What follows belongs to an exercise in optimizing a design on an open flow for small area, a short achievable clock period and few clock cycles per item; a production flow would make more cautious choices. RTL that was checked went through simulation tests only; none was proved equivalent to the original. Power figures rest on the tool's default switching activity, not on a simulated workload.

## angle_to_cursor_calibrated_mapper_top
module angle_to_cursor_calibrated_mapper_top (
   input  logic        clock,
   input  logic        reset,
   input  logic        req_tvalid,
   output logic        req_tready,
   input  logic [23:0] req_tdata,    
   input  logic [2:0]  req_tuser,    
   output logic        rsp_tvalid,
   input  logic        rsp_tready,
   output logic [39:0] rsp_tdata,    
   output logic [0:0]  rsp_tuser,    
   input  logic        csr_we,
   input  logic [1:0]  csr_index,
   input  logic [13:0] csr_wdata
);
==> module acm_front, before the edit <==
module acm_front (
   input  logic        clock,
   input  logic        reset,
   input  logic        adv,
   input  logic        req_valid,
   input  logic [23:0] req_data,
   input  logic [2:0]  req_kind,
   output logic        o_v,
   output logic        o_pv,
   output logic        o_sx,
   output logic        o_sy,
   output logic [1:0]  o_la,
   output logic [1:0]  o_ra,
   output logic [8:0]  o_dx,
   output logic [8:0]  o_dy,
   output logic [8:0]  o_ex,
   output logic [8:0]  o_ey
);
   logic       v0_ff;
   logic       st0_ff, isa0_ff, isb0_ff, ism0_ff;    
   logic [8:0] y0_ff, p0_ff;
   logic       lb0_ff, rb0_ff;
   logic signed [10:0] lo0_ff, hi0_ff, lo1_ff, hi1_ff;
   logic signed [10:0] yq;
   logic               ylo;
   assign yq  = $signed({2'b00, req_data[8:0]});
   assign ylo = (req_data[8:0] < 9'd180);
   always_ff @(posedge clock) begin
      if (reset) v0_ff <= 1'b0;
      else if (adv) v0_ff <= req_valid;
      if (adv) begin
         lo0_ff <= yq - 11'sd181;
         hi0_ff <= yq + 11'sd181;
         lo1_ff <= ylo ? yq - 11'sd1 : yq - 11'sd361;
         hi1_ff <= ylo ? yq + 11'sd361 : yq + 11'sd1;
         st0_ff  <= (req_kind == 3'd0);
         isa0_ff <= (req_kind == 3'd1);
         isb0_ff <= (req_kind == 3'd2);
         ism0_ff <= (req_kind == 3'd3);
         y0_ff  <= req_data[8:0];
         p0_ff  <= req_data[17:9];
         lb0_ff <= req_data[18];
         rb0_ff <= req_data[19];
      end
   end
   logic [8:0] a_ff, b_ff, ap_ff, bp_ff;
   logic       ka_ff, kb_ff, sh_ff, pl_ff, pr_ff;
   logic       v1_ff, isa1_ff, isb1_ff, ism1_ff;
   logic [8:0] t1_ff, p1_ff;
   logic [1:0] la1_ff, ra1_ff;
   logic is_a, is_b, is_m, upd;
   logic [8:0] t, a_n, b_n;
   logic wrap;
   always_comb begin
      is_a = isa0_ff;
      is_b = isb0_ff;
      is_m = ism0_ff;
      upd  = adv && v0_ff;
   end
   acm_rec u_rec (
      .y      (y0_ff),
      .lo0    (lo0_ff),
      .hi0    (hi0_ff),
      .lo1    (lo1_ff),
      .hi1    (hi1_ff),
      .a      (a_ff),
      .b      (b_ff),
      .sh     (sh_ff),
      .is_a   (is_a),
      .is_b   (is_b),
      .ka     (ka_ff),
      .kb     (kb_ff),
      .t      (t),
      .a_n    (a_n),
      .b_n    (b_n),
      .wrap   (wrap)
   );
   always_ff @(posedge clock) begin
      if (reset) begin
         ka_ff <= 1'b0;
         kb_ff <= 1'b0;
         sh_ff <= 1'b0;
         pl_ff <= 1'b0;
         pr_ff <= 1'b0;
         v1_ff <= 1'b0;
      end else if (adv) begin
         v1_ff <= v0_ff;
         if (v0_ff) begin
            if (st0_ff) begin
               ka_ff <= 1'b0;
               kb_ff <= 1'b0;
               sh_ff <= 1'b0;
            end
            if (is_a) ka_ff <= 1'b1;
            if (is_b) kb_ff <= 1'b1;
            if (is_a || is_b) sh_ff <= wrap;
            if (is_m) begin
               pl_ff <= lb0_ff;
               pr_ff <= rb0_ff;
            end
         end
      end
      if (upd && (is_a || is_b)) begin
         a_ff <= a_n;
         b_ff <= b_n;
      end
      if (upd && is_a) ap_ff <= p0_ff;
      if (upd && is_b) bp_ff <= p0_ff;
      if (adv) begin
         isa1_ff <= is_a;
         isb1_ff <= is_b;
         ism1_ff <= is_m;
         t1_ff   <= t;
         p1_ff   <= p0_ff;
         la1_ff  <= is_m ? {!lb0_ff && pl_ff, lb0_ff && !pl_ff} : 2'd0;
         ra1_ff  <= is_m ? {!rb0_ff && pr_ff, rb0_ff && !pr_ff} : 2'd0;
      end
   end
   logic       v2_ff, pv2_ff, sx2_ff, sy2_ff;
   logic [1:0] la2_ff, ra2_ff;
   logic [8:0] dx2_ff, dy2_ff, ex2_ff, ey2_ff;
   logic       pv, sx, sy;
   logic [8:0] adx, ady, aex, aey;
   acm_delta u_delta (
      .a     (a_ff),
      .b     (b_ff),
      .ap    (ap_ff),
      .bp    (bp_ff),
      .t     (t1_ff),
      .p     (p1_ff),
      .is_a  (isa1_ff),
      .is_b  (isb1_ff),
      .calc  (isa1_ff || isb1_ff || ism1_ff),
      .known (ka_ff && kb_ff),
      .pv    (pv),
      .sx    (sx),
      .sy    (sy),
      .adx   (adx),
      .ady   (ady),
      .aex   (aex),
      .aey   (aey)
   );
   always_ff @(posedge clock) begin
      if (reset) v2_ff <= 1'b0;
      else if (adv) v2_ff <= v1_ff;
      if (adv) begin
         pv2_ff <= pv;
         sx2_ff <= sx;
         sy2_ff <= sy;
         la2_ff <= la1_ff;
         ra2_ff <= ra1_ff;
         dx2_ff <= adx;
         dy2_ff <= ady;
         ex2_ff <= aex;
         ey2_ff <= aey;
      end
   end
   assign o_v  = v2_ff;
   assign o_pv = pv2_ff;
   assign o_sx = sx2_ff;
   assign o_sy = sy2_ff;
   assign o_la = la2_ff;
   assign o_ra = ra2_ff;
   assign o_dx = dx2_ff;
   assign o_dy = dy2_ff;
   assign o_ex = ex2_ff;
   assign o_ey = ey2_ff;
endmodule
==> module acm_rec, before the edit <==
module acm_rec (
   input  logic [8:0]         y,
   input  logic signed [10:0] lo0,
   input  logic signed [10:0] hi0,
   input  logic signed [10:0] lo1,
   input  logic signed [10:0] hi1,
   input  logic [8:0]         a,
   input  logic [8:0]         b,
   input  logic               sh,
   input  logic               is_a,
   input  logic               is_b,
   input  logic               ka,
   input  logic               kb,
   output logic [8:0]         t,        
   output logic [8:0]         a_n,      
   output logic [8:0]         b_n,
   output logic               wrap
);
   logic [8:0] hy, hhy, ht, ha, hb;
   logic signed [10:0] as, bs;
   logic far_a, far_b;
   always_comb begin
      hy    = acm_pkg::half_turn(y);
      hhy   = (y >= 9'd360) ? y - 9'd360 : y;
      t     = sh ? hy : y;
      ht    = sh ? hhy : hy;
      ha    = acm_pkg::half_turn(a);
      hb    = acm_pkg::half_turn(b);
      as    = $signed({2'b00, a});
      bs    = $signed({2'b00, b});
      far_a = sh ? ((lo1 >= as) || (hi1 <= as)) : ((lo0 >= as) || (hi0 <= as));
      far_b = sh ? ((lo1 >= bs) || (hi1 <= bs)) : ((lo0 >= bs) || (hi0 <= bs));
      wrap  = is_a ? (far_b && kb) : (far_a && ka);
      if (is_a) begin
         a_n = wrap ? ht : t;
         b_n = wrap ? hb : b;
      end else begin
         a_n = wrap ? ha : a;
         b_n = wrap ? ht : t;
      end
   end
endmodule
Settings: LEC_CHECK=0, ABC_AREA=1, CAP_MARGIN=20, CORE_MARGIN=2, CORE_UTILIZATION=40, SETUP_SLACK_MARGIN=4.3, SLEW_MARGIN=20, SYNTH_HIERARCHICAL=1; clock period 7.5 ns.
run.sh (not shown) runs the stock make flow with config.mk's settings and CLKGATE_MAP_FILE= SYNTH_SCRIPT=/design/flow/synth_recipe.tcl, a recipe that flattens the netlist after the stock synthesis.
Rerun with:
--- a/flow/design.v
+++ b/flow/design.v
@@ -87,17 +87,8 @@
    logic [8:0] y0_ff, p0_ff;
    logic       lb0_ff, rb0_ff;
-   logic signed [10:0] lo0_ff, hi0_ff, lo1_ff, hi1_ff;
-   logic signed [10:0] yq;
-   logic               ylo;
-   assign yq  = $signed({2'b00, req_data[8:0]});
-   assign ylo = (req_data[8:0] < 9'd180);
    always_ff @(posedge clock) begin
       if (reset) v0_ff <= 1'b0;
       else if (adv) v0_ff <= req_valid;
       if (adv) begin
-         lo0_ff <= yq - 11'sd181;
-         hi0_ff <= yq + 11'sd181;
-         lo1_ff <= ylo ? yq - 11'sd1 : yq - 11'sd361;
-         hi1_ff <= ylo ? yq + 11'sd361 : yq + 11'sd1;
          st0_ff  <= (req_kind == 3'd0);
          isa0_ff <= (req_kind == 3'd1);
@@ -126,8 +117,4 @@
    acm_rec u_rec (
       .y      (y0_ff),
-      .lo0    (lo0_ff),
-      .hi0    (hi0_ff),
-      .lo1    (lo1_ff),
-      .hi1    (hi1_ff),
       .a      (a_ff),
       .b      (b_ff),
@@ -234,24 +221,25 @@
 endmodule
 module acm_rec (
-   input  logic [8:0]         y,
-   input  logic signed [10:0] lo0,
-   input  logic signed [10:0] hi0,
-   input  logic signed [10:0] lo1,
-   input  logic signed [10:0] hi1,
-   input  logic [8:0]         a,
-   input  logic [8:0]         b,
-   input  logic               sh,
-   input  logic               is_a,
-   input  logic               is_b,
-   input  logic               ka,
-   input  logic               kb,
-   output logic [8:0]         t,        
-   output logic [8:0]         a_n,      
-   output logic [8:0]         b_n,
-   output logic               wrap
+   input  logic [8:0] y,
+   input  logic [8:0] a,
+   input  logic [8:0] b,
+   input  logic       sh,
+   input  logic       is_a,
+   input  logic       is_b,
+   input  logic       ka,
+   input  logic       kb,
+   output logic [8:0] t,        
+   output logic [8:0] a_n,      
+   output logic [8:0] b_n,
+   output logic       wrap
 );
    logic [8:0] hy, hhy, ht, ha, hb;
-   logic signed [10:0] as, bs;
-   logic far_a, far_b;
+   logic [9:0] da, db;
+   logic lo, far_a, far_b;
+   function automatic logic far_from(input logic [9:0] d, input logic lo, input logic sh);
+      if (!sh)     far_from = ($signed(d) > 10'sd180) || ($signed(d) < -10'sd180);
+      else if (lo) far_from = ($signed(d) > 10'sd0)   || ($signed(d) < -10'sd360);
+      else         far_from = ($signed(d) > 10'sd360) || ($signed(d) < 10'sd0);
+   endfunction
    always_comb begin
       hy    = acm_pkg::half_turn(y);
@@ -261,8 +249,9 @@
       ha    = acm_pkg::half_turn(a);
       hb    = acm_pkg::half_turn(b);
-      as    = $signed({2'b00, a});
-      bs    = $signed({2'b00, b});
-      far_a = sh ? ((lo1 >= as) || (hi1 <= as)) : ((lo0 >= as) || (hi0 <= as));
-      far_b = sh ? ((lo1 >= bs) || (hi1 <= bs)) : ((lo0 >= bs) || (hi0 <= bs));
+      lo    = (y < 9'd180);
+      da    = {1'b0, y} - {1'b0, a};
+      db    = {1'b0, y} - {1'b0, b};
+      far_a = far_from(da, lo, sh);
+      far_b = far_from(db, lo, sh);
       wrap  = is_a ? (far_b && kb) : (far_a && ka);
       if (is_a) begin
What happened:
- The changed run finished with timing, DRC and antenna clean
- fmax decreases by 1.2%
- register-to-register slack gets worse by 0.04 ns
- via count is lower by 1.8%
- power fell by 1.2%
- sequential power decreases by 2.3%
- final area is lower by 1.9%
- setup slack degrades by 0.038 ns
- non-clock buffer count increases by 37
- die area shrinks by 2.3%
- wire length fell by 3.8%
- sequential share of layout area falls by 0.49 points
- flip-flop and latch count came out lower by 35
Testbench counts after the change, summed over its fixed seeds: cycles 2,512, items 2,400.
Function not checked in the first run of this note: the RTL went through the layout flow alone.

## afterwards: timing with drivers on the ports
Ports are ideal in the flow. The routed layouts listed here were re-timed in OpenROAD. Step 1 (the two cells are an assumption about what drives the block):
set clk [get_ports {clock}]
set_driving_cell -lib_cell sky130_fd_sc_hd__clkbuf_16 $clk
set_driving_cell -lib_cell sky130_fd_sc_hd__buf_2 [delete_from_list [all_inputs] $clk]
Step 2 moves the port delays by t, midway between the first and last clock arrival at a register: inputs arrive t later, outputs are due t later. That takes back most of the time a late clock gives input paths. Three values: no drivers, after step 1, after step 2; two values: the first two.
run	t, ns	setup slack, ns	worst setup path at the end	latest minus earliest clock arrival (ns)	worst slew at a driven data input, ns
the first run	0.845	4.400 / 4.348 / 3.596	input to register	0.072 / 0.071	0.16
the second run	0.826	4.362 / 4.308 / 3.712	input to register	0.042 / 0.042	0.16
After both steps every run listed still meets setup and hold. The setup slack of the first run, which loses most, moves by -0.052 ns with the drivers and by -0.804 ns with both steps.
